Background: an optimization exercise with open tools, aiming at small area, a short achievable clock period and few clock cycles per item. Do not read the settings as production practice. RTL that was checked went through simulation tests only; none was proved equivalent to the original. No functional check of the RTL was part of run 4. Power figures rest on the tool's default switching activity, not on a simulated workload.

**design/flow/config.mk**
```make
export PLATFORM = sky130hd
export DESIGN_NAME = sonar_range_proximity_blinker_unit
export DESIGN_NICKNAME = sonar_range_proximity_blinker_unit
export VERILOG_FILES = /design/flow/design.v
export SDC_FILE = /design/flow/constraint.sdc
export NUM_CORES = 4
export LEC_CHECK = 0
export ABC_CLOCK_PERIOD_IN_PS = 2000
export CAP_MARGIN = 20
export CORE_MARGIN = 2
export CORE_UTILIZATION = 40
export CTS_BUF_LIST = sky130_fd_sc_hd__clkbuf_8
export PLACE_DENSITY = 0.85
export SETUP_SLACK_MARGIN = 4.3
export SLEW_MARGIN = 20
```
**design/flow/constraint.sdc**
```tcl
create_clock -name core_clock -period 7.0 [get_ports {clk}]
set_input_delay 1.4000 -clock core_clock [delete_from_list [all_inputs] [get_ports {clk}]]
set_output_delay 1.4000 -clock core_clock [all_outputs]
set_load 0.01 [all_outputs]
```
**design/flow/design.v**
```verilog
package srpb_pkg;
  localparam int COUNT_WIDTH = 16;
  localparam int VAL_WIDTH   = 16;
  localparam int CM_CFG_W    = 10;
  localparam int FRAC_BITS   = 10;
  localparam int CFG_IDX_W   = 3;
  localparam int CFG_DATA_W  = 16;
  localparam logic [FRAC_BITS-1:0] DIST_SCALE_Q10 = FRAC_BITS'(878);
  localparam logic [VAL_WIDTH-1:0] ECHO_LAST_INT  = VAL_WIDTH'(56191);
  localparam logic [FRAC_BITS-1:0] ECHO_LAST_FRAC = FRAC_BITS'(146);
  localparam logic [VAL_WIDTH-1:0] RST_TRIGGER_INTERVAL = VAL_WIDTH'(4000);
  localparam logic [CM_CFG_W-1:0]  RST_NEAR_LIMIT_CM    = CM_CFG_W'(10);
  localparam logic [CM_CFG_W-1:0]  RST_FAR_LIMIT_CM     = CM_CFG_W'(100);
  localparam logic [VAL_WIDTH-1:0] RST_NEAR_HALF_PERIOD = VAL_WIDTH'(2000);
  localparam logic [VAL_WIDTH-1:0] RST_FAR_HALF_PERIOD  = VAL_WIDTH'(20000);
  localparam logic [CM_CFG_W-1:0]  RST_TICKS_PER_CM     = CM_CFG_W'(200);
  localparam logic [VAL_WIDTH-1:0] RST_HALF_PERIOD      = VAL_WIDTH'(20000);
  typedef enum logic [CFG_IDX_W-1:0] {
    CFG_TRIGGER_INTERVAL = 3'd0,
    CFG_NEAR_LIMIT_CM    = 3'd1,
    CFG_FAR_LIMIT_CM     = 3'd2,
    CFG_NEAR_HALF_PERIOD = 3'd3,
    CFG_FAR_HALF_PERIOD  = 3'd4,
    CFG_TICKS_PER_CM     = 3'd5
  } srpb_cfg_idx_t;
  function automatic logic ge16(input logic [15:0] a, input logic [15:0] b);
    logic [15:0] g;
    logic [15:0] t;
    g = a & ~b;
    t = a | ~b;
    for (int n = 16; n > 1; n = n / 2) begin
      for (int k = 0; k < n / 2; k++) begin
        g[k] = g[2*k+1] | (t[2*k+1] & g[2*k]);
        t[k] = t[2*k+1] & t[2*k];
      end
    end
    ge16 = g[0] | t[0];
  endfunction
  typedef struct packed {
    logic action;
    logic echo_level;
  } srpb_item_t;
  typedef struct packed {
    logic                 trigger_out;
    logic                 led_out;
    logic [VAL_WIDTH-1:0] distance_cm;
    logic                 distance_new;
  } srpb_result_t;
endpackage
module srpb_mul (
  input  logic [srpb_pkg::VAL_WIDTH-1:0] acc,
  input  logic [srpb_pkg::CM_CFG_W-1:0]  a,
  input  logic                           bit_i,
  output logic [srpb_pkg::VAL_WIDTH-1:0] sum,
  output logic                           ovf
);
  localparam int VW = srpb_pkg::VAL_WIDTH;
  logic carry;
  assign {carry, sum} = {1'b0, acc[VW-2:0], 1'b0} + {1'b0, VW'(bit_i ? a : '0)};
  assign ovf          = acc[VW-1] || carry;
endmodule
module sonar_range_proximity_blinker_unit (
  input  logic                                clk,
  input  logic                                rst,
  input  logic                                item_valid,
  output logic                                item_stall,
  input  srpb_pkg::srpb_item_t                item,
  output logic                                result_valid,
  input  logic                                result_stall,
  output srpb_pkg::srpb_result_t              result,
  input  logic                                cfg_valid,
  output logic                                cfg_ready,
  input  logic [srpb_pkg::CFG_IDX_W-1:0]      cfg_index,
  input  logic [srpb_pkg::CFG_DATA_W-1:0]     cfg_data
);
  localparam int CW = srpb_pkg::COUNT_WIDTH;
  localparam int VW = srpb_pkg::VAL_WIDTH;
  localparam int FB = srpb_pkg::FRAC_BITS;
  localparam int KW = srpb_pkg::CM_CFG_W;
  logic [VW-1:0] trigger_interval;
  logic [KW-1:0] near_limit_cm;
  logic [KW-1:0] far_limit_cm;
  logic [VW-1:0] near_half_period;
  logic [VW-1:0] far_half_period;
  logic [KW-1:0] ticks_per_cm;
  logic [CW-1:0] trigger_next;   
  logic          pulse_pending;
  logic          trigger_level;
  logic [VW-1:0] echo_int;       
  logic [FB-1:0] echo_frac;      
  logic [VW-1:0] distance_cm;
  logic [VW-1:0] half_period;
  logic          half_ovf;       
  logic [CW-1:0] blink_next;     
  logic          led_state;
  logic          distance_new;
  logic          h_tick;
  logic          h_rise;
  logic          h_fall;
  logic          e_valid;
  srpb_pkg::srpb_item_t e_item;
  logic          stall_q;        
  logic          pending;        
  logic          rv_q;           
  logic [3:0]    scale_left;     
  logic          busy;           
  logic          scale_bit;      
  logic          push;
  logic          res_ok;
  logic          proc;
  logic          do_tick;
  logic          do_rise;
  logic          do_fall;
  logic          head_free;
  srpb_pkg::srpb_item_t nh_item;
  logic          nh_valid;
  logic [CW-1:0] trigger_inc;
  logic [CW-1:0] blink_inc;
  logic          trigger_hit;
  logic          blink_hit;
  logic          echo_last;
  logic          echo_carry;
  logic          near_hit;
  logic          mid_hit;
  logic          will_scale;
  logic [3:0]    tpc_msb;
  logic          tpc_msb_bit;
  logic          scale_bit_next;
  logic [VW-1:0] scale_sum;
  logic          scale_ovf;
  logic          busy_next;
  logic          pending_next;
  assign cfg_ready    = 1'b1;
  assign item_stall   = stall_q;
  assign result_valid = rv_q;
  assign result       = {trigger_level, led_state, distance_cm, distance_new};
  assign res_ok  = !(pending && result_stall);
  assign proc    = (h_tick || h_rise || h_fall) && !busy && res_ok;
  assign do_tick = h_tick && !busy && res_ok;
  assign do_rise = h_rise && !busy && res_ok;
  assign do_fall = h_fall && !busy && res_ok;
  assign push      = item_valid && !stall_q;
  assign head_free = !(h_tick || h_rise || h_fall) || proc;
  assign nh_valid  = e_valid || push;
  assign nh_item   = e_valid ? e_item : item;
  assign trigger_inc = trigger_next + CW'(1);
  assign blink_inc   = blink_next + CW'(1);
  assign trigger_hit = srpb_pkg::ge16(trigger_next, trigger_interval);
  assign blink_hit   = half_ovf ? (blink_next == '1) : srpb_pkg::ge16(blink_next, half_period);
  assign echo_carry = echo_frac >= FB'(1024 - 878);
  assign echo_last  = (echo_int == srpb_pkg::ECHO_LAST_INT) &&
                      (echo_frac == srpb_pkg::ECHO_LAST_FRAC);
  assign near_hit = (echo_int[VW-1:KW] == '0) &&
                    srpb_pkg::ge16(VW'({near_limit_cm, 1'b0}), VW'({echo_int[KW-1:0], |echo_frac}));
  assign mid_hit  = (echo_int[VW-1:KW] == '0) &&
                    !srpb_pkg::ge16(VW'(echo_int[KW-1:0]), VW'(far_limit_cm));
  always_comb begin
    tpc_msb     = 4'd0;
    tpc_msb_bit = 1'b0;
    for (int i = 1; i < KW; i++) begin
      if (ticks_per_cm[i]) begin
        tpc_msb     = 4'(i);
        tpc_msb_bit = ticks_per_cm[i-1];
      end
    end
  end
  assign will_scale = !near_hit && mid_hit && (tpc_msb != 4'd0);
  always_comb begin
    scale_bit_next = 1'b0;
    for (int i = 0; i < KW - 1; i++) begin
      if (scale_left == 4'(i + 2)) scale_bit_next = ticks_per_cm[i];
    end
    if (!busy) scale_bit_next = tpc_msb_bit;
  end
  srpb_mul u_mul (
    .acc   (half_period),
    .a     (distance_cm[KW-1:0]),
    .bit_i (scale_bit),
    .sum   (scale_sum),
    .ovf   (scale_ovf)
  );
  assign busy_next    = busy ? (scale_left != 4'd1) : (do_fall && will_scale);
  assign pending_next = proc || (pending && !(rv_q && !result_stall));
  always_ff @(posedge clk) begin
    if (rst) begin
      trigger_interval <= srpb_pkg::RST_TRIGGER_INTERVAL;
      near_limit_cm    <= srpb_pkg::RST_NEAR_LIMIT_CM;
      far_limit_cm     <= srpb_pkg::RST_FAR_LIMIT_CM;
      near_half_period <= srpb_pkg::RST_NEAR_HALF_PERIOD;
      far_half_period  <= srpb_pkg::RST_FAR_HALF_PERIOD;
      ticks_per_cm     <= srpb_pkg::RST_TICKS_PER_CM;
    end else if (cfg_valid) begin
      case (cfg_index)
        srpb_pkg::CFG_TRIGGER_INTERVAL: trigger_interval <= cfg_data;
        srpb_pkg::CFG_NEAR_LIMIT_CM:    near_limit_cm    <= cfg_data[KW-1:0];
        srpb_pkg::CFG_FAR_LIMIT_CM:     far_limit_cm     <= cfg_data[KW-1:0];
        srpb_pkg::CFG_NEAR_HALF_PERIOD: near_half_period <= cfg_data;
        srpb_pkg::CFG_FAR_HALF_PERIOD:  far_half_period  <= cfg_data;
        srpb_pkg::CFG_TICKS_PER_CM:     ticks_per_cm     <= cfg_data[KW-1:0];
        default: ;
      endcase
    end
  end
  always_ff @(posedge clk) begin
    if (rst) begin
      trigger_next  <= CW'(1);
      pulse_pending <= 1'b0;
      trigger_level <= 1'b0;
      echo_int      <= '0;
      echo_frac     <= '0;
      distance_cm   <= '0;
      half_period   <= srpb_pkg::RST_HALF_PERIOD;
      half_ovf      <= 1'b0;
      blink_next    <= CW'(1);
      led_state     <= 1'b0;
      distance_new  <= 1'b0;
      h_tick        <= 1'b0;
      h_rise        <= 1'b0;
      h_fall        <= 1'b0;
      e_valid       <= 1'b0;
      stall_q       <= 1'b0;
      pending       <= 1'b0;
      rv_q          <= 1'b0;
      scale_left    <= '0;
      busy          <= 1'b0;
    end else begin
      if (do_tick) begin
        trigger_next  <= trigger_hit ? CW'(1) : trigger_inc;
        pulse_pending <= trigger_hit;
        trigger_level <= trigger_hit || (trigger_level && !pulse_pending);
        blink_next    <= blink_hit ? CW'(1) : blink_inc;
        led_state     <= led_state ^ blink_hit;
        if (echo_last) begin
          echo_int  <= '0;
          echo_frac <= '0;
        end else begin
          if (echo_carry) echo_int <= echo_int + VW'(1);
          echo_frac <= echo_frac + srpb_pkg::DIST_SCALE_Q10;
        end
      end
      if (do_rise) begin
        echo_int  <= '0;
        echo_frac <= '0;
      end
      if (proc) distance_new <= do_fall;
      if (do_fall) begin
        distance_cm <= echo_int;
        if (near_hit)                half_period <= near_half_period;
        else if (!mid_hit)           half_period <= far_half_period;
        else if (ticks_per_cm == '0) half_period <= '0;
        else                         half_period <= echo_int;
        half_ovf <= 1'b0;
        scale_left <= tpc_msb;
      end
      if (busy) begin
        half_period <= scale_sum;
        half_ovf    <= half_ovf || scale_ovf;
        scale_left  <= scale_left - 4'd1;
      end
      busy    <= busy_next;
      pending <= pending_next;
      rv_q    <= pending_next && !busy_next;
      if (head_free) begin
        h_tick  <= nh_valid && !nh_item.action;
        h_rise  <= nh_valid && nh_item.action && nh_item.echo_level;
        h_fall  <= nh_valid && nh_item.action && !nh_item.echo_level;
        e_valid <= e_valid && push;
        stall_q <= e_valid && push;
      end else begin
        e_valid <= e_valid || push;
        stall_q <= e_valid || push;
      end
    end
  end
  always_ff @(posedge clk) begin
    if (push && (e_valid || !head_free)) e_item <= item;
    scale_bit <= scale_bit_next;
  end
endmodule
```
**design/flow/flow/run.sh**
```bash
#!/bin/bash
# The standard layout, with the port buffers made from plain buffers
# (sky130_fd_sc_hd__buf_2) instead of the delay cell buffer_ports picks by default
set -euo pipefail
bash standard.sh "BUFFER_PORTS_ARGS=-buffer_cell sky130_fd_sc_hd__buf_2" finish > flow.log 2>&1
```
**design/flow/standard.sh**
```bash
#!/bin/bash
# synth_recipe.tcl (not shown) runs the flow's synth.tcl, then flattens the netlist and writes it again
# the make line also repeats each setting of config.mk as NAME=value (left out here)
make -C /OpenROAD-flow-scripts/flow DESIGN_CONFIG=/design/flow/config.mk WORK_HOME=/design/flow/orfs CLKGATE_MAP_FILE= SYNTH_SCRIPT=/design/flow/synth_recipe.tcl "${@:-finish}"
```
==> results of run 1 <==
==> critical path, cell delays in order, from the launching register on <==
cell,delay [ns]
dfxtp_1,0.38
or3_4,0.42
nor4b_4,0.31
o21ai_1,0.09
a32o_2,0.30
maj3_4,0.43
nor2_8,0.18
buf_12,0.14
a21boi_2,0.06
a221oi_2,0.24
==> cell families (layout without fill, tap and decap cells) <==
group                      Yosys count  count (layout)  share of synthesized area
AOI/OAI and AO/OA                  273             273                      0.185
and+or+nand+nor                    545             545                      0.268
other                                1               1                   0.000402
buffers and inverters              128             167                     0.0560
xor gates and xnor gates            55              55                     0.0516
adders and majority gates           27              28                     0.0350
DFF                                186             186                      0.401
muxes                                3               3                    0.00322
==> metrics by stage <==
| step | power [mW] | hold WS (ns) | cell area [um^2] | utilization |
|---|---|---|---|---|
| 3_3_place_gp | 1.27 | 0.440 | 9760 | 0.429 |
| 5_1_grt | 2.07 | 0.476 | 10500 | 0.459 |
| 6_report | 2.00 | 0.456 | 10500 | 0.459 |
| 4_1_cts | 2.00 | 0.460 | 10300 | 0.451 |
| 2_1_floorplan | 1.23 | 0.429 | 9370 | - |
| 3_5_place_dp | 1.28 | 0.447 | 9760 | 0.429 |
==> layer usage <==
layer	share of wire	GRT usage	up-vias	wire length, um
met2	0.47	0.320	382	11500
met3	0.073	0.0385	68	1790
li1	-	-	4224	-
met1	0.43	0.258	4103	10600
met4	0.031	0.0817	0	754
met5	0	0	-	0
==> worst paths after layout <==
| check | from | to | slack, ns | cells past startpoint |
|---|---|---|---|---|
| hold / removal | far_limit_cm[9]$_SDFFE_PP0P_ | far_limit_cm[9]$_SDFFE_PP0P_ | 0.46 | 2 |
| setup reg to reg | echo_frac[1]$_SDFFE_PP0P_ | half_period[13]$_SDFFE_PP0P_ | 4.35 | 9 |
| hold reg to reg | far_limit_cm[9]$_SDFFE_PP0P_ | far_limit_cm[9]$_SDFFE_PP0P_ | 0.46 | 2 |
| setup / recovery | echo_frac[1]$_SDFFE_PP0P_ | half_period[13]$_SDFFE_PP0P_ | 4.35 | 9 |
==> state kept, by name, summed over array words and instances (netlist names), 4 cells and up <==
| signal | flops |
|---|---|
| blink_next | 16 |
| distance_cm | 16 |
| echo_int | 16 |
| far_half_period | 16 |
| half_period | 16 |
| near_half_period | 16 |
| trigger_interval | 16 |
| trigger_next | 16 |
| far_limit_cm | 10 |
| near_limit_cm | 10 |
| ticks_per_cm | 10 |
| echo_frac | 9 |
| scale_left | 4 |
==> layout make-up <==
class / count / area, um^2 / area share
multi-input cells: 905 / 5200 / 0.497
flip-flops and latches: 186 / 3750 / 0.359
repair buffers: 69 / 467 / 0.0446
well taps: 313 / 392 / 0.0374
clock buffers: 18 / 248 / 0.0237
inverters: 66 / 248 / 0.0237
clock inverters: 14 / 158 / 0.0151
==> power groups by stage <==
stage	Sequential (mW)	Combinational [mW]	Clock [mW]
global route	1.11	0.177	0.781
CTS	1.11	0.150	0.738
floorplan	1.13	0.103	0
finish	1.11	0.161	0.731
detailed placement	1.13	0.145	0
global placement	1.13	0.141	0
==> repair_timing <==
action                     CTS  global route
gates cloned                 0             2
buffers inserted             6            10
setup endpoints to repair   53            28
resized for setup           13            21
pin swaps                    5            11
==> placed cells by master, fill, tap and decap left out, types with 16 or more instances in the layout <==
cell / count
o22ai_1: 18
ha_1: 17
o21ai_0: 32
xor2_1: 20
nor2_1: 112
dfxtp_1: 182
xnor2_1: 35
nand2_1: 259
nor2b_1: 18
nand3_1: 26
clkbuf_8: 18
buf_4: 19
a21oi_1: 118
nand2b_1: 16
inv_1: 66
nor3_1: 16
nand3b_1: 23
buf_2: 44
==> flow_metrics.tcl, run 1 <==
set metrics [dict create \
    ir_drop_mv 0.126 \
    synth_edf_count 2 \
    syn-num-nets 1262 \
    die_x_um 157 \
    synth_cell_types 74 \
    period_needed_ns 2.65 \
    ys_top_cells_by_count "nand2_1, dfxtp_1, a21oi_1" \
    drt_iter0_drc 917 \
    ys_warn_count 1 \
    pwr_density_cell_nw_per_um2 191 \
    ys_ff_latch 186 \
    fin_crit_sh 0.378 \
    crit_type "reg -> reg" \
    post_drt_wl_per_cell_um 15.7 \
    pwr-share-clk 0.365 \
    clock-sinks 186 \
    cts-root-buf "clkbuf_8" \
    antennaDiodeCount 0 \
    cts_tree "built" \
    finalMaxSlewViolations 0 \
    synth_area_um2 9340 \
    status "complete, no violations" \
    hp-class "reg -> reg" \
    rows 55 \
    grt_overflow 0 \
    dr.pass1.iters 7 \
    synth.most_common_cell "nand2_1" \
    p_comb_frac 0.080 \
    final_cells 1571 \
    cts_hold_buf 0 \
    synth-seq-area-share 0.401 \
    vias_per_cell 5.59 \
    die-area_um2 24600 \
    die_h_um 157 \
    grt_pass1_wl_mm 39.4 \
    avgSynthCellArea_um2 7.67 \
    internal-power_mw 1.45 \
    worst_slack_ns 4.35 \
    p_sw_frac 0.274 \
    clk_pin_slew_ns 0.10 \
    drcViolationCount 0 \
    ctsLongestPathBuffers 2 \
    arrival_ns 3.05 \
    hold_viol 0 \
    tns_ns 0 \
    htreeDepth 4 \
    grtUsageTotal 0.198 \
    clock.fmax_mhz 378 \
    seq_power_share 0.554 \
    yosys-top-cells-area "dfxtp_1, nand2_1, a21oi_1, nor2_1, xnor2_1" \
    start_util 0.410 \
    io_pins 48 \
    maxCapViolCount 0 \
    path_max_fanout 8 \
    cts-buffers-inserted 17 \
    nNetsFinal 1289 \
    fillers 2116 \
    cp_data_required_time_ns 7.40 \
    antenna_found_initial 0 \
    ant_nets 0 \
    rsz0062_at_grt "yes" \
    worst_slew_pin_slew_ns 1.07 \
    setup_violations 0 \
    dp.cells 1521 \
    netlist.area_leader.share 0.394 \
    ys.flop_type "dfxtp_1" \
    wl_mm 24.7 \
    ys_async_sr_fraction 0 \
    syn_inst 1218 \
    io_buffers 46 \
    gp_congestion 0.902 \
    skew_ns 0.0127 \
    endpoint_kind "register" \
    worstSetupStartpointType "register" \
    clk_latency_ns 0.48 \
    pre_cts_ws_ns 3.37 \
    drive_gt1_frac 0.107 \
    dpl.hpwl_mm 16.8 \
    first_global_vias 7989 \
    cellLeakagePower_nw 3.87 \
    vias 8777 \
    grt_max_degree 82 \
    yosysTopAreaCell "dfxtp_1" \
    area_growth_pct 12.0 \
    fp.coreArea_um2 22800 \
    relSlewSlack 0.289 \
    switchingPower_mw 0.549 \
]
Testbench counts, summed over its fixed seeds: cycles 96,228, items 96,000.
==> inputs of run 2 (changes only) <==
--- a/design/flow/config.mk
+++ b/design/flow/config.mk
@@ -12,4 +12,4 @@
 export CTS_BUF_LIST = sky130_fd_sc_hd__clkbuf_8
-export PLACE_DENSITY = 0.85
-export SETUP_SLACK_MARGIN = 4.3
+export PLACE_DENSITY = 0.75
+export SETUP_SLACK_MARGIN = 4.45
 export SLEW_MARGIN = 20
==> run 2 against run 1 <==
  * Non-clock buffer count grew 12
  * Flip-flop and latch count is the same
  * Utilization grew 1.2 points
  * Clock skew shrank 0.0020 ns
  * Total power grew 0.86%
  * Sequential power is essentially flat
  * Critical path depth is the same
  * Fmax grew 1.8%
  * Critical path type is now in -> reg
==> flow_metrics.tcl, run 2 <==
set metrics [dict create \
    htreeDepth 4 \
    post_drt_wl_per_cell_um 16.2 \
    fin_crit_sh 0.371 \
    maxCapViolCount 0 \
    relSlewSlack 0.531 \
    cts_hold_buf 0 \
    drt_iter0_drc 819 \
    antenna_found_initial 0 \
    period_needed_ns 2.60 \
    skew_ns 0.0107 \
    finalMaxSlewViolations 0 \
    layout_common_cells "nand2_1, dfxtp_1, a21oi_1" \
    gp_congestion 0.874 \
    worstSetupStartpointType "input pin" \
    final_cells 1585 \
    seq_power_share 0.551 \
    setup_violations 0 \
    ir_drop_mv 0.136 \
    cellLeakagePower_nw 3.98 \
    synth_area_um2 9340 \
    drcViolationCount 0 \
    die-area_um2 24600 \
    worstReg2RegEnd "rv_q$_SDFF_PP0_" \
    die_x_um 157 \
    tns_ns 0 \
    grt_overflow 0 \
    yosysTopAreaCell "dfxtp_1" \
    status "complete, no violations" \
    synth.most_common_cell "nand2_1" \
    p_sw_frac 0.258 \
    avgSynthCellArea_um2 7.67 \
    synth-seq-area-share 0.401 \
    clk_pin_slew_ns 0.09 \
    r2r_cells 8 \
    ant_nets 0 \
    postLayoutCellArea_um2 10700 \
    arrival_ns 2.97 \
    dpl.hpwl_mm 17.2 \
    die_h_um 157 \
    regArea_um2 3760 \
    switchingPower_mw 0.521 \
    pwr-share-clk 0.365 \
    internal-power_mw 1.50 \
    drive_gt1_frac 0.137 \
    io_buffers 46 \
    io_pins 48 \
    clk_latency_ns 0.48 \
    path_max_fanout 4 \
    cp_data_required_time_ns 7.37 \
    endpoint_kind "register" \
    wl_mm 25.7 \
    grtUsageTotal 0.206 \
    hp-class "reg -> reg" \
    nNetsFinal 1303 \
    syn_inst 1218 \
    ys_async_sr_fraction 0 \
    pwr_density_cell_nw_per_um2 188 \
    holdWs_ns 0.455 \
    clock-sinks 186 \
    first_global_vias 8014 \
    rsz0062_at_grt "yes" \
    cts_tree "built" \
    ys_top_cells_by_count "nand2_1, dfxtp_1, a21oi_1" \
    start_util 0.410 \
    ys_ff_latch 186 \
    worstReg2RegStart "echo_frac[2]$_SDFFE_PP0P_" \
    netlist.area_leader.share 0.394 \
    ys.flop_type "dfxtp_1" \
    worst_slew_pin_slew_ns 0.702 \
    cts-root-buf "clkbuf_8" \
    syn-num-nets 1262 \
    fillers 2227 \
    hold_viol 0 \
    final_common_cell "nand2_1" \
    yosys-top-cells-area "dfxtp_1, nand2_1, a21oi_1, nor2_1, xnor2_1" \
    clock.fmax_mhz 385 \
    hold-path-cell-count 2 \
    grt_max_degree 88 \
    synth_edf_count 2 \
    fp.coreArea_um2 22800 \
    hold-path-endpoint "distance_cm[12]$_SDFFE_PP0P_" \
    grt_pass1_wl_mm 40.3 \
    crit_type "in -> reg" \
    ctsLongestPathBuffers 2 \
    dr.pass1.iters 7 \
    dp.cells 1521 \
    ys_warn_count 1 \
    synth_cell_types 74 \
    area_growth_pct 15.0 \
    vias_per_cell 5.50 \
    p_comb_frac 0.084 \
    cts-buffers-inserted 17 \
    rows 55 \
    vias 8713 \
    multi_input_area_um2 5410 \
    dpl_cell_area_um2 9770 \
    rrSetupSlack_ns 4.40 \
    antennaDiodeCount 0 \
    hp-start "distance_cm[12]$_SDFFE_PP0P_" \
]
[run 2: worst max-delay path, stage by stage]
cell     delay, ns
buf_8         0.10
a21oi_4       0.22
and2_4        0.19
nand4_1       0.13
nor3_2        0.23
and4_4        0.27
nand4_1       0.10
xnor2_1       0.16
nor2b_2       0.16
[run 2: what timing repair did]
| item | 4_1_cts | 5_1_grt |
|---|---|---|
| resized for setup | 32 | 47 |
| endpoints found under the setup margin | 74 | 69 |
| cloned | 2 | 1 |
| pin swaps | 18 | 25 |
| buffers inserted | 15 | 14 |
[run 2: cell type report]
cell class,count,share of cell area
sequential,186,0.350
clock buffer,17,0.0218
clock inverter,15,0.0147
timing repair buffer,81,0.0507
tap,313,0.0365
inverter,66,0.0231
multi-input combinational,907,0.503
[run 2: cell families (layout without fill, tap and decap cells)]
group                    after synthesis  count (layout)  share of synthesized area
adder cells (fa/ha/maj)               27              28                     0.0350
buffers and inverters                128             179                     0.0560
multiplexers                           3               3                    0.00322
other                                  1               1                   0.000402
flip-flops                           186             186                      0.401
XOR/XNOR                              55              55                     0.0516
AO/OA/AOI/OAI                        273             273                      0.185
AND/OR/NAND/NOR                      545             547                      0.268
[run 2: worst max-delay path by stage]
stage	slack (ns)	startpoint	end	cells past startpoint
finish	4.40	result_stall	blink_next[13]$_SDFFE_PP0P_	9
global route	4.31	scale_bit$_DFF_P_	half_period[11]$_SDFFE_PP1P_	12
CTS	4.42	echo_frac[2]$_SDFFE_PP0P_	rv_q$_SDFF_PP0_	8
detailed placement	2.91	result_stall	blink_next[13]$_SDFFE_PP0P_	9
global placement	3.03	result_stall	blink_next[13]$_SDFFE_PP0P_	9
floorplan	4.05	result_stall	blink_next[13]$_SDFFE_PP0P_	9
[run 2: metrics by stage]
stage / total power, mW / util / setup slack [ns]
2_1_floorplan: 1.23 / - / 4.05
3_3_place_gp: 1.28 / 0.429 / 3.03
3_5_place_dp: 1.28 / 0.429 / 2.91
4_1_cts: 2.01 / 0.457 / 4.42
5_1_grt: 2.08 / 0.471 / 4.31
6_report: 2.02 / 0.471 / 4.40
[run 2: routing by layer]
layer | track usage | vias to the layer above | wire [um]
met5 | 0 | - | 0
met4 | 0.0799 | 0 | 561
met3 | 0.0302 | 47 | 1640
met2 | 0.337 | 292 | 12300
met1 | 0.275 | 4112 | 11200
li1 | - | 4262 | -
[run 2: power groups by stage]
stage               logic, mW  clock network [mW]  registers, mW
floorplan               0.104                   0           1.13
detailed placement      0.146                   0           1.13
global route            0.187               0.784           1.11
CTS                     0.158               0.742           1.11
global placement        0.144                   0           1.13
finish                  0.170               0.737           1.11
==> inputs of run 3 (changes only) <==
--- a/design/flow/config.mk
+++ b/design/flow/config.mk
@@ -7,3 +7,2 @@
 export LEC_CHECK = 0
-export ABC_CLOCK_PERIOD_IN_PS = 2000
 export CAP_MARGIN = 20
@@ -12,3 +11,3 @@
 export CTS_BUF_LIST = sky130_fd_sc_hd__clkbuf_8
-export PLACE_DENSITY = 0.75
+export PLACE_DENSITY = 0.85
 export SETUP_SLACK_MARGIN = 4.45
==> run 3 against run 2 <==
  * Still clean on timing, DRC and antenna
  * Total power fell by 2.0%
  * Synthesized cell count is the same
  * Register-to-register slack about the same
  * Clock power decreased by 5.4%
  * Worst hold slack improved by 0.0058 ns
  * Count of clock-buffer cells in the layout grew 1
  * Setup slack improved by 0.0098 ns
  * Final cell count shrank 0.19%
  * Wire length rose by 0.25%
  * Non-clock buffer count decreased by 1
  * Critical path type is now reg -> reg
  * Critical endpoint is now half_period[13]$_SDFFE_PP0P_
  * Largest cell class unchanged
==> flow_metrics.tcl, run 3 <==
set metrics [dict create \
    grt_overflow 0 \
    die-area_um2 24600 \
    ctsLongestPathBuffers 2 \
    final_common_cell "nand2_1" \
    crit_type "reg -> reg" \
    path_max_fanout 8 \
    clock.fmax_mhz 386 \
    rows 55 \
    rsz0062_at_grt "yes" \
    cellLeakagePower_nw 3.94 \
    drcViolationCount 0 \
    cts-buffers-inserted 17 \
    htreeDepth 4 \
    grt.busiest_layer "met2" \
    area_growth_pct 14.2 \
    worstReg2RegStart "echo_frac[1]$_SDFFE_PP0P_" \
    dpl.hpwl_mm 17.3 \
    nNetsFinal 1300 \
    tns_ns 0 \
    grtUsageTotal 0.205 \
    wl_mm 25.8 \
    ant_nets 0 \
    yosysTopAreaCell "dfxtp_1" \
    rrSetupSlack_ns 4.41 \
    hp-start "far_half_period[12]$_SDFFE_PP0P_" \
    grt_pass1_wl_mm 40.3 \
    first_global_vias 7937 \
    syn-num-nets 1262 \
    grt_util_met1 0.273 \
    maxCapViolCount 0 \
    clk_pin_slew_ns 0.10 \
    grt_max_degree 75 \
    gp_congestion 0.910 \
    hold-path-endpoint "far_half_period[12]$_SDFFE_PP0P_" \
    cts_hold_buf 0 \
    worstReg2RegEnd "half_period[13]$_SDFFE_PP0P_" \
    io_pins 48 \
    final_cells 1582 \
    use_met2 0.321 \
    ys_async_sr_fraction 0 \
    met3_usage 0.0285 \
    status "complete, no violations" \
    clock-sinks 186 \
    fillers 2090 \
    finalMaxSlewViolations 0 \
    period_needed_ns 2.59 \
    hold_viol 0 \
    r2r_cells 9 \
    synth.most_common_cell "nand2_1" \
    io_buffers 46 \
    dp.cells 1522 \
    fin_crit_sh 0.370 \
    hp-class "reg -> reg" \
    hold-path-cell-count 2 \
    start_util 0.410 \
    dr.pass1.iters 6 \
    netlist.area_leader.share 0.394 \
    yosys-top-cells-area "dfxtp_1, nand2_1, a21oi_1, nor2_1, xnor2_1" \
    synth-seq-area-share 0.401 \
    endpoint_kind "register" \
    synth_cell_types 74 \
    multi_input_area_um2 5320 \
    arrival_ns 2.99 \
    worstSetupStartpointType "register" \
    ir_drop_mv 0.127 \
    drive_gt1_frac 0.133 \
    crit_buf_inv 1 \
    die_h_um 157 \
    cts-root-buf "clkbuf_8" \
    vias 8914 \
    clk_latency_ns 0.49 \
    syn_inst 1218 \
    synth_edf_count 2 \
    drt_iter0_drc 1139 \
    ys.flop_type "dfxtp_1" \
    pwr_density_cell_nw_per_um2 186 \
    ys_ff_latch 186 \
    crit_chain "or3_4, nor4b_4, o21ai_1, a32o_2, maj3_4, nor2_8, buf_6, a21boi_2, a221oi_2" \
    setup_violations 0 \
    worst_slack_ns 4.41 \
    antenna_found_initial 0 \
    crit_path_top_delay_cell "maj3_4" \
    synth_area_um2 9340 \
    cts_tree "built" \
    layout_common_cells "nand2_1, dfxtp_1, a21oi_1" \
    vias_per_cell 5.63 \
    die_x_um 157 \
    regArea_um2 3760 \
    ys_warn_count 1 \
    antennaDiodeCount 0 \
    power.total_mw 1.98 \
    fp.coreArea_um2 22800 \
    critPathTopFamily "simple AND/OR/NAND/NOR gates" \
    post_drt_wl_per_cell_um 16.3 \
    worst_slew_pin_slew_ns 0.744 \
    postLayoutCoreUtil 0.468 \
    skew_ns 0.0116 \
    cp_data_required_time_ns 7.41 \
    slowest_delay_ns 0.42 \
    avgSynthCellArea_um2 7.67 \
    pre_cts_ws_ns 3.70 \
    ys_top_cells_by_count "nand2_1, dfxtp_1, a21oi_1" \
    relSlewSlack 0.503 \
]
## run 3: worst reg2reg max path, cell delays in order, from the launching register on
cell and delay, ns:
dfxtp_4 0.37, or3_4 0.40, nor4b_4 0.28, o21ai_1 0.10, a32o_2 0.31, maj3_4 0.42, nor2_8 0.21, buf_6 0.14
a21boi_2 0.05, a221oi_2 0.24
## run 3: through the flow
step / area (um^2) / hold WS [ns]
after floorplan: 9400 / 0.429
after global placement: 9780 / 0.440
after detailed placement: 9780 / 0.444
after CTS: 10400 / 0.458
after global routing: 10700 / 0.477
final: 10700 / 0.461
## run 3: metal layers
layer  vias up  share of wire
met1      4173           0.43
met2       404           0.46
li1       4255              -
met5         -              0
met3        82          0.071
met4         0          0.038
## run 3: logic make-up (layout without fill, tap and decap cells)
family          after synthesis  in the layout  share of synthesized area
xor+xnor                     55             55                     0.0516
fa+ha+maj                    27             28                     0.0350
other cells                   1              1                   0.000402
simple gates                545            545                      0.268
mux                           3              3                    0.00322
compound gates              273            273                      0.185
buf+inv                     128            178                     0.0560
flops                       186            186                      0.401
## run 3: worst max-delay path by stage
stage                                        end  depth (start not counted)                       from
finish              half_period[13]$_SDFFE_PP0P_                          9  echo_frac[1]$_SDFFE_PP0P_
floorplan            blink_next[13]$_SDFFE_PP0P_                          9               result_stall
global placement      blink_next[5]$_SDFFE_PP0P_                          4                        rst
detailed placement    blink_next[3]$_SDFFE_PP0P_                          4                        rst
CTS                 half_period[13]$_SDFFE_PP0P_                          9  echo_frac[1]$_SDFFE_PP0P_
global route        half_period[13]$_SDFFE_PP0P_                          9  echo_frac[1]$_SDFFE_PP0P_
## run 3: what timing repair did
action	CTS	global route
setup endpoints to repair	62	61
setup buffers	15	11
pin swaps	8	19
cloned	1	1
resized for setup	23	50
## run 3: power by group
group / internal [mW] / total (mW) / leakage, nW / switching (mW)
Clock: 0.271 / 0.697 / 0.191 / 0.426
Sequential: 1.08 / 1.11 / 1.51 / 0.0273
Combinational: 0.0675 / 0.171 / 2.24 / 0.103
## run 3: area by class of cell
cell class	instances	share of cell area
clock buffer	18	0.0232
clock inverter	14	0.0126
inverter	66	0.0232
multi-input combinational	905	0.499
sequential	186	0.352
tap	313	0.0367
timing repair buffer	80	0.0528
==> inputs of run 4 (changes only) <==
--- a/design/flow/design.v
+++ b/design/flow/design.v
@@ -136,3 +136,3 @@
   assign result       = {trigger_level, led_state, distance_cm, distance_new};
-  assign res_ok  = !(pending && result_stall);
+  assign res_ok  = 1'b1;
   assign proc    = (h_tick || h_rise || h_fall) && !busy && res_ok;
--- a/design/flow/config.mk
+++ b/design/flow/config.mk
@@ -7,2 +7,3 @@
 export LEC_CHECK = 0
+export ABC_CLOCK_PERIOD_IN_PS = 2000
 export CAP_MARGIN = 20
==> run 4 against run 3 <==
  * Still clean on timing, DRC and antenna
  * Fmax rose by 3.5%
  * Cell area about the same
  * Worst hold slack lost 0.0041 ns
  * Clock power is 13% higher
  * Die area increased by 1.5%
  * Count of clock-buffer cells in the layout up 1
  * Register-to-register slack improved by 0.09 ns
  * Largest cell class unchanged
  * Highest routed layer unchanged
==> flow_metrics.tcl, run 4 <==
set metrics [dict create \
    status "complete, no violations" \
    first_global_vias 8236 \
    cts_hold_buf 0 \
    htreeDepth 4 \
    path_max_fanout 10 \
    worst_slack_ns 4.50 \
    clock-sinks 186 \
    finalMaxSlewViolations 0 \
    pre_cts_ws_ns 3.33 \
    post_drt_wl_per_cell_um 16.4 \
    drcViolationCount 0 \
    pwr_density_cell_nw_per_um2 191 \
    worstReg2RegEnd "half_period[9]$_SDFFE_PP1P_" \
    rsz0062_at_grt "yes" \
    ant_nets 0 \
    die_h_um 158 \
    drive_gt1_frac 0.125 \
    clk_pin_slew_ns 0.10 \
    period_needed_ns 2.50 \
    dp.cells 1544 \
    vias 9004 \
    nNetsFinal 1309 \
    endpoint "half_period[9]$_SDFFE_PP1P_" \
    io_buffers 46 \
    worst_slew_pin_slew_ns 0.807 \
    synth_compound_area_frac 0.182 \
    synthMuxAreaShare 0.00224 \
    ys_top_cells_by_count "nand2_1, dfxtp_1, a21oi_1" \
    rrSetupSlack_ns 4.50 \
    dpl.hpwl_mm 17.5 \
    cts-buffers-inserted 17 \
    cts-root-buf "clkbuf_8" \
    ctsLongestPathBuffers 2 \
    cts_tree "built" \
    worstSetupStartpointType "register" \
    final_common_cell "nand2_1" \
    synth_area_um2 9490 \
    layout_common_cells "nand2_1, dfxtp_1, a21oi_1" \
    clk_latency_ns 0.50 \
    skew_ns 0.0199 \
    hold_viol 0 \
    endpoint_kind "register" \
    dr.pass1.iters 7 \
    ys.flop_type "dfxtp_1" \
    ir_drop_mv 0.132 \
    grt_overflow 0 \
    antenna_found_initial 1 \
    relSlewSlack 0.457 \
    vias_per_cell 5.63 \
    fin_crit_sh 0.357 \
    arrival_ns 2.90 \
    synth-seq-area-share 0.395 \
    tns_ns 0 \
    hp-class "reg -> reg" \
    startpoint "echo_frac[1]$_SDFFE_PP0P_" \
    die_x_um 158 \
    maxCapViolCount 0 \
    cellLeakagePower_nw 3.87 \
    synth-simple-area-share 0.289 \
    yosysTopAreaCell "dfxtp_1" \
    synth_fa_ha_area_frac 0.0319 \
    setup_violations 0 \
    netlist.area_leader.share 0.388 \
    drt_iter0_drc 1176 \
    grt_max_degree 63 \
    synth.most_common_cell "nand2_1" \
    power.total_mw 2.04 \
    grt_pass1_wl_mm 41.6 \
    grtUsageTotal 0.209 \
    start_util 0.405 \
    worstReg2RegStart "echo_frac[1]$_SDFFE_PP0P_" \
    yosys-top-cells-area "dfxtp_1, nand2_1, a21oi_1, nor2_1, nand3_1" \
    synth_top_family_by_area "simple AND/OR/NAND/NOR gates" \
    avgSynthCellArea_um2 7.71 \
    synth_cell_types 74 \
    syn-num-nets 1274 \
    r2r_cells 8 \
    ys_warn_count 1 \
    rows 56 \
    area_growth_pct 12.5 \
    ys_ff_latch 186 \
    die-area_um2 25000 \
    fp.coreArea_um2 23400 \
    synth_xor_area_frac 0.0480 \
    final_cells 1598 \
    cp_data_required_time_ns 7.40 \
    synth_edf_count 2 \
    ys_async_sr_fraction 0 \
    syn_inst 1230 \
    clock.fmax_mhz 400 \
    crit_type "reg -> reg" \
    wl_mm 26.3 \
    io_pins 48 \
    gp_congestion 0.909 \
]
[run 4: changes by cell type after synthesis, sizes merged, moves of 13 or more]
cell    before  now
nand3       26   59
nand3b      23    5
nor2b       18   36
nor3        17   30
nand2      261  244
nand2b      16   34
[run 4: final cells by class]
type / instances / area (um^2)
tap: 319 / 399
multi-input combinational: 930 / 5390
timing repair buffer: 75 / 472
sequential: 186 / 3770
antenna: 1 / 2.50
clock buffer: 19 / 262
fill: 2208 / 12700
inverter: 55 / 206
clock inverter: 13 / 171
[run 4: how the worst min path moves through the flow]
stage,start,endpoint,slack [ns],cells past startpoint
after global routing,near_half_period[11]$_SDFFE_PP0P_,near_half_period[11]$_SDFFE_PP0P_,0.48,2
after floorplan,far_half_period[12]$_SDFFE_PP0P_,far_half_period[12]$_SDFFE_PP0P_,0.43,2
after CTS,far_half_period[12]$_SDFFE_PP0P_,far_half_period[12]$_SDFFE_PP0P_,0.46,2
final,far_half_period[12]$_SDFFE_PP0P_,far_half_period[12]$_SDFFE_PP0P_,0.46,2
after global placement,far_half_period[12]$_SDFFE_PP0P_,far_half_period[12]$_SDFFE_PP0P_,0.44,2
after detailed placement,far_half_period[12]$_SDFFE_PP0P_,far_half_period[12]$_SDFFE_PP0P_,0.44,2
[run 4: logic make-up (layout without fill, tap and decap cells)]
| group | Yosys count | in the layout |
|---|---|---|
| and+or+nand+nor | 587 | 588 |
| adders and majority gates | 25 | 25 |
| buffers and inverters | 115 | 162 |
| xor gates and xnor gates | 52 | 52 |
| muxes | 2 | 2 |
| DFF | 186 | 186 |
| AOI/OAI and AO/OA | 262 | 262 |
| other | 1 | 2 |
[run 4: through the flow]
step           instance area (um^2)   util  hold slack (ns)
6_report                      10700  0.456            0.457
5_1_grt                       10700  0.456            0.478
4_1_cts                       10500  0.448            0.456
3_5_place_dp                   9910  0.424            0.442
3_3_place_gp                   9910  0.423            0.439
2_1_floorplan                  9490      -            0.432
[run 4: where the power goes]
part / internal [mW] / total (mW) / switching [mW]
clock: 0.354 / 0.785 / 0.432
sequential: 1.08 / 1.11 / 0.0246
combinational: 0.0539 / 0.150 / 0.0960
total: 1.49 / 2.04 / 0.552
[run 4: timing repair]
action / in CTS / in global routing
pin swaps: 4 / 13
setup buffers: 5 / 14
setup endpoints to repair: 74 / 50
gates resized for setup: 31 / 20
cloned: 0 / 2
[run 4: critical path, cell delays in order, from the launching register on]
cell and delay (ns):
dfxtp_2 0.36, nor3_2 0.21, nand4_1 0.17, maj3_1 0.42, a2111oi_4 0.37, buf_4 0.20
nor2_4 0.08, or4_1 0.40, and3_1 0.19
[run 4: routing by layer]
metal,part of all wire,vias to the layer above,GRT usage
met5,0,-,0
met4,0.028,0,0.0716
met3,0.10,70,0.0493
met2,0.45,455,0.330
met1,0.42,4170,0.281
li1,-,4309,-
==> inputs of run 5 (changes only) <==
--- a/design/flow/design.v
+++ b/design/flow/design.v
@@ -136,3 +136,3 @@
   assign result       = {trigger_level, led_state, distance_cm, distance_new};
-  assign res_ok  = 1'b1;
+  assign res_ok  = !(pending && result_stall);
   assign proc    = (h_tick || h_rise || h_fall) && !busy && res_ok;
--- a/design/flow/config.mk
+++ b/design/flow/config.mk
@@ -10,3 +10,3 @@
 export CORE_MARGIN = 2
-export CORE_UTILIZATION = 40
+export CORE_UTILIZATION = 48
 export CTS_BUF_LIST = sky130_fd_sc_hd__clkbuf_8
==> run 5 against run 4 <==
  * Combinational power up 15%
  * Highest routed layer unchanged
  * Non-clock buffer count up 17
  * Clock power down 17%
  * Critical path type unchanged
  * Still clean on timing, DRC and antenna
  * Sequential share of layout area down 0.48 points
  * Worst hold slack about the same
==> flow_metrics.tcl, run 5 <==
set metrics [dict create \
    status "complete, no violations" \
    critPathTopFamily "simple AND/OR/NAND/NOR gates" \
    ys_ff_latch 186 \
    skew_ns 0.0129 \
    rrSetupSlack_ns 4.36 \
    ant_nets 0 \
    path_max_fanout 7 \
    dpl.hpwl_mm 16.7 \
    cts-buffers-inserted 17 \
    gp_congestion 0.914 \
    relSlewSlack 0.449 \
    maxCapViolCount 0 \
    grt_pass1_wl_mm 39.9 \
    yosys-top-cells-area "dfxtp_1, nand2_1, a21oi_1, nor2_1, xnor2_1" \
    syn-num-nets 1262 \
    period_needed_ns 2.64 \
    antennaDiodeCount 0 \
    clock.fmax_mhz 379 \
    endpoint_kind "register" \
    fillers 1705 \
    hold_viol 0 \
    regArea_um2 3760 \
    netlist.area_leader.share 0.394 \
    synth_area_um2 9340 \
    cp_data_required_time_ns 7.36 \
    cts-root-buf "clkbuf_8" \
    met3_usage 0.0516 \
    crit_buf_inv 2 \
    io_buffers 46 \
    cellLeakagePower_nw 4.04 \
    htreeDepth 4 \
    crit_path_top_delay_cell "maj3_4" \
    slowest_delay_ns 0.43 \
    ys_async_sr_fraction 0 \
    ys.flop_type "dfxtp_1" \
    clock-sinks 186 \
    drive_gt1_frac 0.145 \
    ctsLongestPathBuffers 2 \
    hp-start "distance_cm[11]$_SDFFE_PP0P_" \
    grtUsageTotal 0.242 \
    die_h_um 143 \
    ir_drop_mv 0.137 \
    setup_violations 0 \
    hold-path-cell-count 2 \
    grt.busiest_layer "met2" \
    rows 51 \
    finalMaxSlewViolations 0 \
    vias 8912 \
    avgSynthCellArea_um2 7.67 \
    ys_warn_count 1 \
    final_common_cell "nand2_1" \
    syn_inst 1218 \
    drt_iter0_drc 1062 \
    start_util 0.485 \
    cts_tree "built" \
    synth-seq-area-share 0.401 \
    hp-class "reg -> reg" \
    final_cells 1545 \
    worstReg2RegStart "echo_frac[1]$_SDFFE_PP0P_" \
    io_pins 48 \
    use_met2 0.399 \
    clk_latency_ns 0.48 \
    post_drt_wl_per_cell_um 16.3 \
    vias_per_cell 5.77 \
    grt_overflow 0 \
    antenna_found_initial 0 \
    pwr_density_cell_nw_per_um2 179 \
    ys_top_cells_by_count "nand2_1, dfxtp_1, a21oi_1" \
    crit_chain "or3_4, nor4b_4, o21ai_1, a32o_2, maj3_4, buf_6, buf_4, nor4_1, a211oi_2" \
    tns_ns 0 \
    fp.coreArea_um2 19300 \
    dr.pass1.iters 8 \
    synth_edf_count 2 \
    yosysTopAreaCell "dfxtp_1" \
    rsz0062_at_grt "yes" \
    worst_slew_pin_slew_ns 0.824 \
    crit_type "reg -> reg" \
    drcViolationCount 0 \
    nNetsFinal 1312 \
    area_growth_pct 15.4 \
    grt_max_degree 81 \
    clk_pin_slew_ns 0.09 \
    synth_cell_types 74 \
    die_x_um 143 \
    layout_common_cells "nand2_1, dfxtp_1, a21oi_1" \
    die-area_um2 20600 \
    dp.cells 1475 \
    grt_util_met1 0.314 \
    wl_mm 25.2 \
    r2r_cells 9 \
    first_global_vias 8146 \
    multi_input_area_um2 5410 \
    fin_crit_sh 0.376 \
    hold-path-endpoint "distance_cm[11]$_SDFFE_PP0P_" \
    synth.most_common_cell "nand2_1" \
    arrival_ns 3.00 \
    worstReg2RegEnd "half_period[3]$_SDFFE_PP0P_" \
    worstSetupStartpointType "register" \
]
[run 5: cell count changes in the layout (fill, tap and decap cells not counted), sizes merged, moves of 8 or more]
cell    before  now
and3        16    7
buf         75   91
nor2b       36   18
nand2      244  261
nand3b       5   23
nor3        30   17
o22ai        6   18
inv         62   70
nand3       59   26
nand2b      34   16
[run 5: metal layers]
layer	up-vias	wire length (um)	part of all wire
met1	4238	10800	0.43
met4	0	714	0.028
met2	322	12100	0.48
met3	68	1600	0.063
li1	4284	-	-
met5	-	0	0
[run 5: logic make-up after synthesis]
| logic type | count (synthesis) | synth area share |
|---|---|---|
| AO/OA/AOI/OAI | 273 | 0.185 |
| XOR/XNOR | 55 | 0.0516 |
| adder cells (fa/ha/maj) | 27 | 0.0350 |
| buffers and inverters | 128 | 0.0560 |
| flip-flops | 186 | 0.401 |
| multiplexers | 3 | 0.00322 |
| other | 1 | 0.000402 |
| AND/OR/NAND/NOR | 545 | 0.268 |
[run 5: through the flow]
step	setup WS [ns]	util	instance area [um^2]	power (mW)	hold WS, ns
floorplan	4.05	-	9400	1.23	0.429
global placement	3.44	0.505	9730	1.27	0.440
detailed placement	3.35	0.505	9730	1.28	0.447
CTS	4.44	0.541	10400	1.92	0.459
global route	4.27	0.559	10800	2.00	0.479
finish	4.36	0.559	10800	1.93	0.457
[run 5: where the power goes]
part / internal, mW / switching [mW] / total (mW)
clock network: 0.276 / 0.376 / 0.651
logic: 0.0704 / 0.102 / 0.173
registers: 1.08 / 0.0265 / 1.11
total: 1.43 / 0.505 / 1.93
[run 5: repair_timing]
action,in CTS,in global routing
setup buffers,22,15
cloned,1,1
hold buffers,0,0
gates resized for setup,41,49
setup endpoints to repair,69,77
pin swaps,18,20
[run 5: tightest hold or removal path: stages, from the launching register on]
cell,delay (ns)
dfxtp_1,0.32
nand2_1,0.05
a21oi_1,0.05
[run 5: worst max-delay path by stage]
stage / slack (ns) / startpoint / to / depth (start not counted)
floorplan: 4.05 / result_stall / blink_next[13]$_SDFFE_PP0P_ / 9
detailed placement: 3.35 / rst / echo_frac[2]$_SDFFE_PP0P_ / 7
CTS: 4.44 / echo_frac[1]$_SDFFE_PP0P_ / half_period[13]$_SDFFE_PP0P_ / 9
global route: 4.27 / echo_frac[1]$_SDFFE_PP0P_ / half_period[3]$_SDFFE_PP0P_ / 9
finish: 4.36 / echo_frac[1]$_SDFFE_PP0P_ / half_period[3]$_SDFFE_PP0P_ / 9
global placement: 3.44 / rst / echo_frac[2]$_SDFFE_PP0P_ / 7
[run 5: area by class of cell]
class / instances / share of cell area
inverter: 66 / 0.0230
clock buffer: 21 / 0.0268
clock inverter: 10 / 0.00511
multi-input combinational: 905 / 0.502
tap: 265 / 0.0308
sequential: 186 / 0.349
timing repair buffer: 92 / 0.0636
Testbench counts of run 5, summed over its fixed seeds: cycles 96,228, items 96,000.
==> inputs of run 6 (changes only) <==
--- a/design/flow/config.mk
+++ b/design/flow/config.mk
@@ -10,3 +10,3 @@
 export CORE_MARGIN = 2
-export CORE_UTILIZATION = 48
+export CORE_UTILIZATION = 55
 export CTS_BUF_LIST = sky130_fd_sc_hd__clkbuf_8
==> run 6 against run 5 <==
  * Area after synthesis unchanged
  * Via count about the same
  * Wire length down 0.89%
  * Total power up 2.7%
  * First-iteration DRC count down 18%
  * Global-route usage up 2.8 points
  * Worst hold slack about the same
  * Highest routed layer unchanged
==> flow_metrics.tcl, run 6 <==
set metrics [dict create \
    ys.flop_type "dfxtp_1" \
    grtUsageTotal 0.270 \
    syn-num-nets 1262 \
    die_x_um 134 \
    grt_pass1_wl_mm 39.0 \
    path_common_cell "o21ai_1" \
    skew_ns 0.0139 \
    cp_data_required_time_ns 7.34 \
    area_growth_pct 12.6 \
    clock-sinks 186 \
    path_max_fanout 8 \
    arrival_ns 3.01 \
    hp-class "reg -> reg" \
    antennaDiodeCount 0 \
    avgSynthCellArea_um2 7.67 \
    ys_top_cells_by_count "nand2_1, dfxtp_1, a21oi_1" \
    slowest_delay_ns 0.54 \
    endpoint_kind "register" \
    synth.most_common_cell "nand2_1" \
    ys_async_sr_fraction 0 \
    ant_nets 0 \
    setup_violations 0 \
    rows 47 \
    cts-buffers-inserted 17 \
    gp_congestion 0.892 \
    critPathTopFamily "compound AO/OA/AOI/OAI gates" \
    die_h_um 134 \
    p_sw_frac 0.251 \
    worst_slack_ns 4.34 \
    grt_max_degree 83 \
    start_util 0.563 \
    pwr-share-clk 0.356 \
    yosys-top-cells-area "dfxtp_1, nand2_1, a21oi_1, nor2_1, xnor2_1" \
    wl_met3_mm 2.01 \
    htreeDepth 4 \
    dr.pass1.iters 5 \
    worst_slew_pin_slew_ns 0.799 \
    io_pins 48 \
    hold_viol 0 \
    fin_crit_sh 0.380 \
    crit_buf_inv 0 \
    cts_tree "built" \
    ys_ff_latch 186 \
    nNetsFinal 1299 \
    netlist.area_leader.share 0.394 \
    antenna_found_initial 0 \
    fillers 1377 \
    dr.max_layer_used "met4" \
    drcViolationCount 0 \
    met2_length_mm 11.5 \
    ctsLongestPathBuffers 2 \
    synth_area_um2 9340 \
    rsz0062_at_grt "yes" \
    io_buffers 46 \
    syn_inst 1218 \
    internal-power_mw 1.49 \
    clock.fmax_mhz 375 \
    pwr_density_cell_nw_per_um2 189 \
    cellLeakagePower_nw 3.96 \
    first_global_vias 7889 \
    status "complete, no violations" \
    crit_chain "or3_4, nor4b_4, o21ai_1, a32o_2, maj3_2, o32ai_1, o21ai_1" \
    ys_warn_count 1 \
    clk_pin_slew_ns 0.09 \
    wl_mm 25.0 \
    worstSetupStartpointType "register" \
    layout_common_cells "nand2_1, dfxtp_1, a21oi_1" \
    grt_overflow 0 \
    multi_input_area_um2 5320 \
    post_drt_wl_per_cell_um 16.8 \
    synth-seq-area-share 0.401 \
    synth_cell_types 74 \
    drt_iter0_drc 867 \
    vias 8904 \
    final_common_cell "nand2_1" \
    dpl.hpwl_mm 16.5 \
    met1_length_mm 10.7 \
    vias_per_cell 5.99 \
    crit_path_top_delay_cell "o32ai_1" \
    tns_ns 0 \
    synth_edf_count 2 \
    drive_gt1_frac 0.126 \
    power.total_mw 1.99 \
    seq_power_share 0.559 \
    finalMaxSlewViolations 0 \
    period_needed_ns 2.66 \
    ir_drop_mv 0.132 \
    p_comb_frac 0.085 \
    fp.coreArea_um2 16600 \
    maxCapViolCount 0 \
    crit_type "reg -> reg" \
    regArea_um2 3750 \
    yosysTopAreaCell "dfxtp_1" \
    pre_cts_ws_ns 3.38 \
    die-area_um2 18000 \
    relSlewSlack 0.466 \
    cts_hold_buf 0 \
    cts-root-buf "clkbuf_8" \
    clk_latency_ns 0.48 \
    switchingPower_mw 0.499 \
]
[run 6: logic make-up after synthesis]
| group | Yosys count | synth area share |
|---|---|---|
| AOI/OAI and AO/OA | 273 | 0.185 |
| xor gates and xnor gates | 55 | 0.0516 |
| adders and majority gates | 27 | 0.0350 |
| buffers and inverters | 128 | 0.0560 |
| DFF | 186 | 0.401 |
| muxes | 3 | 0.00322 |
| other | 1 | 0.000402 |
| and+or+nand+nor | 545 | 0.268 |
[run 6: stage by stage]
step	cells	area (um^2)	hold WS [ns]	util
detailed placement	1428	9660	0.444	0.582
finish	1486	10500	0.458	0.634
global route	1486	10500	0.475	0.634
floorplan	1218	9400	0.429	-
global placement	1428	9660	0.438	0.582
CTS	1476	10300	0.456	0.621
[run 6: cell type report]
cell class	instances	share of cell area
multi-input cells	906	0.506
flip-flops and latches	186	0.357
repair buffers	78	0.0516
clock buffers	20	0.0262
well taps	220	0.0262
inverters	66	0.0236
clock inverters	10	0.00976
[run 6: what timing repair did]
| item | in CTS | in global routing |
|---|---|---|
| gates cloned | 2 | 1 |
| resized for setup | 36 | 29 |
| endpoints found under the setup margin | 62 | 58 |
| pin swaps | 14 | 22 |
| setup buffers | 16 | 9 |
[run 6: routing by layer]
| metal | GRT usage | vias up |
|---|---|---|
| met1 | 0.364 | 4165 |
| met3 | 0.0537 | 67 |
| li1 | - | 4248 |
| met2 | 0.418 | 424 |
| met5 | 0 | - |
| met4 | 0.126 | 0 |
[run 6: final timing paths]
kind | startpoint | to | slack (ns) | cells after the start
worst max-delay path | echo_frac[1]$_SDFFE_PP0P_ | half_period[9]$_SDFFE_PP1P_ | 4.34 | 7
worst min-delay path | distance_cm[10]$_SDFFE_PP0P_ | distance_cm[10]$_SDFFE_PP0P_ | 0.46 | 2
worst max register to register | echo_frac[1]$_SDFFE_PP0P_ | half_period[9]$_SDFFE_PP1P_ | 4.34 | 7
worst min register to register | distance_cm[10]$_SDFFE_PP0P_ | distance_cm[10]$_SDFFE_PP0P_ | 0.46 | 2
[run 6: worst reg2reg max path: cells and delay by family, from the launching register on]
| family | cells | cell delay, ns |
|---|---|---|
| compound gates | 4 | 1.06 |
| simple gates | 2 | 0.72 |
| fa+ha+maj | 1 | 0.41 |
| flops | 1 | 0.35 |
[run 6: power groups by stage]
stage               Sequential [mW]  Combinational, mW  Clock [mW]
detailed placement             1.13              0.144           0
CTS                            1.11              0.155       0.708
finish                         1.11              0.169       0.706
global placement               1.13              0.140           0
global route                   1.11              0.183       0.753
floorplan                      1.13              0.104           0
==> inputs of run 7 (changes only) <==
--- a/design/flow/config.mk
+++ b/design/flow/config.mk
@@ -10,3 +10,3 @@
 export CORE_MARGIN = 2
-export CORE_UTILIZATION = 55
+export CORE_UTILIZATION = 40
 export CTS_BUF_LIST = sky130_fd_sc_hd__clkbuf_8
==> run 7 against run 6 <==
  * Still clean on timing, DRC and antenna
  * Wire length grew 3.1%
  * Worst hold slack improved by 0.0035 ns
  * Count of clock-buffer cells in the layout is 2 lower
  * Setup slack improved by 0.074 ns
  * Via count up 0.11%
  * Fmax grew 2.9%
  * Register-to-register slack better by 0.07 ns
  * Total power is 0.36% lower
  * First-iteration DRC count increased by 31%
  * Critical path depth up 2
  * Critical path type unchanged
  * Largest power group unchanged
==> flow_metrics.tcl, run 7 <==
set metrics [dict create \
    drt_iter0_drc 1139 \
    fillers 2090 \
    setup_violations 0 \
    grt.busiest_layer "met2" \
    yosysTopAreaCell "dfxtp_1" \
    yosys-top-cells-area "dfxtp_1, nand2_1, a21oi_1, nor2_1, xnor2_1" \
    area_growth_pct 14.2 \
    die-area_um2 24600 \
    start_util 0.410 \
    final_common_cell "nand2_1" \
    worst_slew_pin_slew_ns 0.744 \
    die_x_um 157 \
    syn-num-nets 1262 \
    antenna_found_initial 0 \
    switchingPower_mw 0.556 \
    worstSetupStartpointType "register" \
    finalMaxSlewViolations 0 \
    cts-root-buf "clkbuf_8" \
    p_sw_frac 0.281 \
    clock-sinks 186 \
    cts_tree "built" \
    use_met2 0.321 \
    pre_cts_ws_ns 3.70 \
    ctsLongestPathBuffers 2 \
    internal-power_mw 1.42 \
    path_max_fanout 8 \
    synth-seq-area-share 0.401 \
    layout_common_cells "nand2_1, dfxtp_1, a21oi_1" \
    dp.cells 1522 \
    gp_congestion 0.910 \
    io_buffers 46 \
    fp.coreArea_um2 22800 \
    p_comb_frac 0.086 \
    holdWs_ns 0.461 \
    hold_viol 0 \
    netlist.area_leader.share 0.394 \
    dpl.hpwl_mm 17.3 \
    vias 8914 \
    cellLeakagePower_nw 3.94 \
    status "complete, no violations" \
    ys.flop_type "dfxtp_1" \
    rows 55 \
    final_cells 1582 \
    ys_ff_latch 186 \
    synth_edf_count 2 \
    vias_per_cell 5.63 \
    rsz0062_at_grt "yes" \
    grtUsageTotal 0.205 \
    cp_data_required_time_ns 7.41 \
    ys_async_sr_fraction 0 \
    wl_mm 25.8 \
    relSlewSlack 0.503 \
    antennaDiodeCount 0 \
    post_drt_wl_per_cell_um 16.3 \
    period_needed_ns 2.59 \
    met3_usage 0.0285 \
    dr.pass1.iters 6 \
    nNetsFinal 1300 \
    io_pins 48 \
    die_h_um 157 \
    drcViolationCount 0 \
    skew_ns 0.0116 \
    fin_crit_sh 0.370 \
    worst_slack_ns 4.41 \
    ant_nets 0 \
    htreeDepth 4 \
    seq_power_share 0.562 \
    pwr_density_cell_nw_per_um2 186 \
    cts-buffers-inserted 17 \
    first_global_vias 7937 \
    synth_area_um2 9340 \
    tns_ns 0 \
    avgSynthCellArea_um2 7.67 \
    regArea_um2 3760 \
    arrival_ns 2.99 \
    clk_pin_slew_ns 0.10 \
    synth_cell_types 74 \
    cts_hold_buf 0 \
    grt_pass1_wl_mm 40.3 \
    clk_latency_ns 0.49 \
    maxCapViolCount 0 \
    grt_overflow 0 \
    endpoint_kind "register" \
    ir_drop_mv 0.127 \
    drive_gt1_frac 0.133 \
    power.total_mw 1.98 \
    synth.most_common_cell "nand2_1" \
    ys_warn_count 1 \
    syn_inst 1218 \
    grt_max_degree 75 \
    crit_type "reg -> reg" \
    multi_input_area_um2 5320 \
    clock.fmax_mhz 386 \
    pwr-share-clk 0.352 \
    grt_util_met1 0.273 \
    hp-class "reg -> reg" \
    ys_top_cells_by_count "nand2_1, dfxtp_1, a21oi_1" \
]
run 7: cell counts after synthesis:
No cell type changed its count.
run 7: path summary, 6_finish.rpt:
path                                          from                                to  slack (ns)  depth (start not counted)
hold reg to reg   far_half_period[12]$_SDFFE_PP0P_  far_half_period[12]$_SDFFE_PP0P_        0.46                          2
setup reg to reg         echo_frac[1]$_SDFFE_PP0P_      half_period[13]$_SDFFE_PP0P_        4.41                          9
hold / removal    far_half_period[12]$_SDFFE_PP0P_  far_half_period[12]$_SDFFE_PP0P_        0.46                          2
setup / recovery         echo_frac[1]$_SDFFE_PP0P_      half_period[13]$_SDFFE_PP0P_        4.41                          9
run 7: logic make-up after synthesis:
family / count (synthesis) / share of synthesized area
AND/OR/NAND/NOR: 545 / 0.268
AO/OA/AOI/OAI: 273 / 0.185
flip-flops: 186 / 0.401
buffers and inverters: 128 / 0.0560
XOR/XNOR: 55 / 0.0516
adder cells (fa/ha/maj): 27 / 0.0350
multiplexers: 3 / 0.00322
other: 1 / 0.000402
run 7: area by class of cell:
| type | instances | share of cell area |
|---|---|---|
| Clock inverter | 14 | 0.0126 |
| Timing Repair Buffer | 80 | 0.0528 |
| Sequential cell | 186 | 0.352 |
| Multi-Input combinational cell | 905 | 0.499 |
| Clock buffer | 18 | 0.0232 |
| Tap cell | 313 | 0.0367 |
| Inverter | 66 | 0.0232 |
run 7: what timing repair did:
action                                  CTS  global route
endpoints found under the setup margin   62            61
setup buffers                            15            11
pin swaps                                 8            19
gates cloned                              1             1
gates resized for setup                  23            50
run 7: power groups by stage:
stage | Sequential, mW | Combinational [mW] | Clock, mW
floorplan | 1.13 | 0.104 | 0
global placement | 1.13 | 0.142 | 0
detailed placement | 1.13 | 0.146 | 0
CTS | 1.11 | 0.153 | 0.700
global route | 1.12 | 0.185 | 0.745
finish | 1.11 | 0.171 | 0.697
run 7: per-layer routing:
layer	routed length [um]	share of wire
met5	0	0
met4	973	0.038
met3	1820	0.071
met2	11900	0.46
met1	11100	0.43
run 7: critical path: stages (launching register included):
cell and delay (ns):
dfxtp_4 0.37, or3_4 0.40, nor4b_4 0.28, o21ai_1 0.10
a32o_2 0.31, maj3_4 0.42, nor2_8 0.21, buf_6 0.14
a21boi_2 0.05, a221oi_2 0.24
run 7: metrics by stage:
step	instance area, um^2	utilization
finish	10700	0.468
floorplan	9400	-
CTS	10400	0.455
detailed placement	9780	0.429
global placement	9780	0.429
global route	10700	0.468

separate check: timing with driven ports:
The flow's constraints put no driver on any port. The routed layouts listed below were extracted and timed again, unchanged, in two steps. Step 1 sets driving cells, clkbuf_16 on the clock port and buf_2 on the other inputs (assumed; they add their load-dependent delay and slew). Step 2 times the ports against the registers' clock, not the clock port: input delays grow and output delays shrink by t, the midpoint of the rising clock arrivals with the driver on. Three values: no drivers, after step 1, after step 2; two values: the first two.
run	t (ns)	setup WS [ns]	hold slack, ns
run 1	0.518	4.354 / 4.354 / 3.873	0.456 / 0.456 / 0.456
run 2	0.512	4.401 / 4.399 / 3.887	0.455 / 0.455 / 0.455
run 3	0.523	4.411 / 4.411 / 4.006	0.461 / 0.461 / 0.461
run 4	0.534	4.499 / 4.496 / 3.986	0.457 / 0.457 / 0.457
run 5	0.512	4.365 / 4.365 / 3.873	0.457 / 0.457 / 0.457
run 6	0.509	4.337 / 4.337 / 3.967	0.458 / 0.458 / 0.458
run 7	0.523	4.411 / 4.411 / 4.006	0.461 / 0.461 / 0.461
After both steps setup and hold are still met in every run listed. For run 2, which loses most, drivers alone change the setup slack by -0.002 ns; drivers and shift together by -0.514 ns.
